What follows belongs to an exercise in optimizing a design on an open flow for small area, a short achievable clock period and few clock cycles per item; a production flow would make more cautious choices.
RTL that was checked went through simulation tests only; none was proved equivalent to the original.

==> inputs of run a <==
Design running_mean_stddev, start of the top module:
module running_mean_stddev #(
    parameter int MAX_COUNT   = 65536,
    parameter int FRAC_BITS   = 16
) (
    input  logic        aclk,
    input  logic        aresetn,
    input  logic        s_axis_tvalid,
    output logic        s_axis_tready,
    input  logic [15:0] s_axis_tdata,    
    input  logic        s_axis_tlast,
    output logic        m_axis_tvalid,
    input  logic        m_axis_tready,
    output logic [87:0] m_axis_tdata,    
    input  logic        psel,
    input  logic        penable,
    input  logic        pwrite,
    input  logic [1:0]  paddr,
    input  logic [31:0] pwdata,
    output logic [31:0] prdata,
    output logic        pready
);
export LEC_CHECK = 0
export ABC_AREA = 1
export CAP_MARGIN = 20
export CORE_MARGIN = 2
export CORE_UTILIZATION = 40
export PLACE_DENSITY = 0.7
export SETUP_SLACK_MARGIN = 5
export SLEW_MARGIN = 20
create_clock -name core_clock -period 11.0 [get_ports {aclk}]
run.sh (not shown) runs the stock make flow with config.mk's settings and CLKGATE_MAP_FILE= SYNTH_SCRIPT=/design/flow/synth_recipe.tcl, a recipe that flattens the netlist after the stock synthesis.
==> run b (differences from run a) <==
ABC_AREA = not set   (was 1)
PLACE_DENSITY = not set   (was 0.7)
==> run c (differences from run a) <==
PLACE_DENSITY = not set   (was 0.7)
==> run d (differences from run a) <==
--- a/flow/design.v
+++ b/flow/design.v
@@ -125,60 +125,56 @@
         sum_reg <= clear ? '0 : sum_n;
         acc_s   <= clear ? '0 : ns;
         acc_c   <= clear ? '0 : nc;
         ovf_reg <= clear ? 1'b0 : ovf_n;
     end
     logic [CW-1:0] an;
     logic [SW-1:0] as;         
-    logic [QW:0]   aq;         
+    logic [QW-1:0] aq;         
     logic [63:0]   aN;         
     logic [33:0]   aD;
     logic          aneg, aovf, amode;
     logic          nb, mb, flip;    
     logic [31:0] an32, lzx;
     logic [4:0]  lz_hi, a_idx;
     logic [63:0] a_s64, a_r0, a_r1, a_r2, a_cs, a_cc, a_sum;
     logic [33:0] a_dsum;
-    logic [CW-1:0] anm;
-    logic [17:0] a_qhi;
-    assign anm   = an - CW'(amode);
-    assign a_qhi = {1'b0, aN[QW-1:30]} - {1'b0, anm};
     assign an32  = 32'(an);
     assign lzx   = (as ^ {SW{as[SW-1]}}) | an32;
     always_comb begin
         lz_hi = 5'd0;
         for (int i = 0; i < 32; i++) if (lzx[i]) lz_hi = 5'(i);
     end
     assign a_idx = (a_st == A_PREP2) ? a_step : a_step - 5'd1;
     assign a_s64 = {{(64-SW){as[SW-1]}}, as};
     assign a_r0  = {aN[62:0], 1'b0};
-    assign a_r1  = nb ? {{(64-QW-1){aq[QW]}}, aq} : 64'd0;
+    assign a_r1  = nb ? 64'(aq) : 64'd0;
     assign a_r2  = flip ? a_s64 : ~(mb ? a_s64 : 64'd0);
     assign a_cs  = a_r0 ^ a_r1 ^ a_r2;
     assign a_cc  = {((a_r0[62:0] & a_r1[62:0]) | (a_r0[62:0] & a_r2[62:0]) |
                      (a_r1[62:0] & a_r2[62:0])), !flip};
     rms_add64 u_aadd (.a(a_cs), .b(a_cc), .ci(1'b0), .s(a_sum));
-    rms_add34 u_dadd (.a({aD[32:0], 1'b0}), .b(nb ? 34'(anm) : 34'd0), .ci(1'b0), .s(a_dsum));
+    rms_add34 u_dadd (.a({aD[32:0], 1'b0}), .b(nb ? 34'(an - CW'(amode)) : 34'd0), .ci(1'b0), .s(a_dsum));
     always_ff @(posedge aclk) begin
         if (a_load) begin
             an    <= cnt_n;
             as    <= sum_n;
-            aq    <= {1'b0, ns};
+            aq    <= ns;
             aN    <= 64'(nc[QW-1:1]);
             aovf  <= ovf_n;
             amode <= f0_m && (cnt_n >= CW'(2));
             nb    <= 1'b1;
             mb    <= 1'b0;
             flip  <= 1'b0;
         end else if (a_st == A_PREP1) begin
             aN     <= a_sum;
             aneg   <= as[SW-1];
             a_step <= lz_hi + 5'(as[SW-1]);
         end else if (a_st == A_PREP2) begin
-            aq     <= {a_qhi, aN[29:0]};
+            aq     <= aN[QW-1:0];
             aN     <= '0;
             aD     <= '0;
             nb     <= an32[a_idx];
             mb     <= as[a_idx];
             flip   <= aneg;
         end else if (a_st == A_RUN) begin
             aN     <= a_sum;
@@ -187,15 +183,15 @@
             nb     <= an32[a_idx];
             mb     <= as[a_idx];
             flip   <= 1'b0;
         end
     end
     logic [64:0] bR;           
     logic [61:0] bP;
-    logic [31:0] bL, bq, bZ;   
+    logic [31:0] bL, bq, bZ;
     logic [33:0] bD;
     logic [15:0] brem;
     logic [CW-1:0] bn;
     logic [1:0]  bst;
     logic        bneg;
     logic        bs, bge;
     logic [64:0] b_t, b_x1, b_x2, b_cs, b_cc;
@@ -214,36 +210,38 @@
     assign b_cc = {((b_t[63:0] & b_x1[63:0]) | (b_t[63:0] & b_x2[63:0]) |
                     (b_x1[63:0] & b_x2[63:0])), 1'b1};
     assign b_rem2 = {brem, bZ[31]};
     assign b_diff = {1'b0, b_rem2} - {1'b0, bn};
     assign bge    = !b_diff[17];
     assign b_dv = aneg ? {~as, 16'(-an)} : {as, 16'd0};
     always_ff @(posedge aclk) begin
-        bR   <= a_hand ? {{31{aN[63]}}, aN[63:30]} : b_rsum;
-        bP   <= a_hand ? 62'(aD) : b_psum;
-        bL   <= a_hand ? {aN[29:0], 2'b00} : {bL[29:0], 2'b00};
-        brem <= a_hand ? b_dv[46:31] : (bge ? b_diff[15:0] : b_rem2[15:0]);
-    end
-    always_ff @(posedge aclk) begin
         if (a_hand) begin
+            bR   <= 65'(aN[63:32]);
+            bL   <= aN[31:0];
+            bP   <= '0;
             bD   <= aD;
             bn   <= an;
             bst  <= aovf ? rms_pkg::STATUS_OVERFLOW :
                     (an < CW'(2) ? rms_pkg::STATUS_FEW : rms_pkg::STATUS_OK);
             bneg <= aneg;
-            bZ   <= {b_dv[30:0], aneg};
-            b_step <= 5'd1;
+            brem <= b_dv[47:32];
+            bZ   <= b_dv[31:0];
+            b_step <= 5'd0;
         end else if (b_run) begin
-            bq   <= (b_step == 5'd31) ? {bq[29:0], bs, !b_rsum[64]} : {bq[30:0], bs};
+            bR   <= b_rsum;
+            bP   <= b_psum;
+            bq   <= {bq[30:0], bs};
+            bL   <= {bL[29:0], 2'b00};
+            brem <= bge ? b_diff[15:0] : b_rem2[15:0];
             bZ   <= {bZ[30:0], bge ^ bneg};
             b_step <= b_step + 5'd1;
         end
     end
     assign m_axis_tvalid = b_valid;
-    assign m_axis_tdata  = {5'd0, bst, bn, bq, bZ};
+    assign m_axis_tdata  = {5'd0, bst, bn, bq[30:0], !bR[64], bZ};
 endmodule
 module rms_add32 (
     input  logic [31:0] a,
     input  logic [31:0] b,
     input  logic        ci,
     output logic [31:0] s
 );
ABC_AREA = not set   (was 1)
PLACE_DENSITY = not set   (was 0.7)
==> comparison <==
- Maximum frequency: run a > run c > run d > run b.
- Run a finished clean. Run b finished with timing, DRC and antenna clean. Run d finished with timing, DRC and antenna clean. Run c produced a clean layout.
- In synthesized area, run c and run a do not differ.
- Between run c and run d, the lower die area is in run c (gap about 3.4%, measured against run d).
- Utilization: run c is lower than run a (0.056 points).
Testbench counts of run a, summed over its fixed seeds: cycles 12,376, items 320.
Testbench counts of run b, summed over its fixed seeds: cycles 12,376, items 320.
Testbench counts of run c, summed over its fixed seeds: cycles 12,376, items 320.
No functional check of the RTL was part of run d.

[static timing again, ports no longer ideal]
No port has a modelled driver above. Below, the same layouts with a new extraction and two added sets of constraints.
Step 1: set_driving_cell puts a clkbuf_16 on aclk and a buf_2 on each other input, an assumption about the parent block.
Step 2 also shifts input and output timing later by t, the mid clock arrival at the registers, as if the neighbouring blocks saw the same clock.
Three values: ideal ports, drivers, drivers and shift; two values: the first two.
run	t, ns	setup slack, ns	worst hold slack (ns)	worst register clock-pin slew, ns
run a	0.692	5.454 / 5.454 / 5.454	0.431 / 0.431 / 0.431	0.07 / 0.07
run b	0.705	5.268 / 5.268 / 4.758	0.412 / 0.412 / 0.412	0.07 / 0.07
run c	0.710	5.323 / 5.323 / 5.162	0.430 / 0.430 / 0.430	0.06 / 0.06
run d	0.735	5.309 / 5.309 / 4.943	0.443 / 0.443 / 0.443	0.07 / 0.07
After both steps every run listed still meets setup and hold. For run b, which loses most, drivers alone change the setup slack by 0.000 ns; drivers and shift together by -0.510 ns.
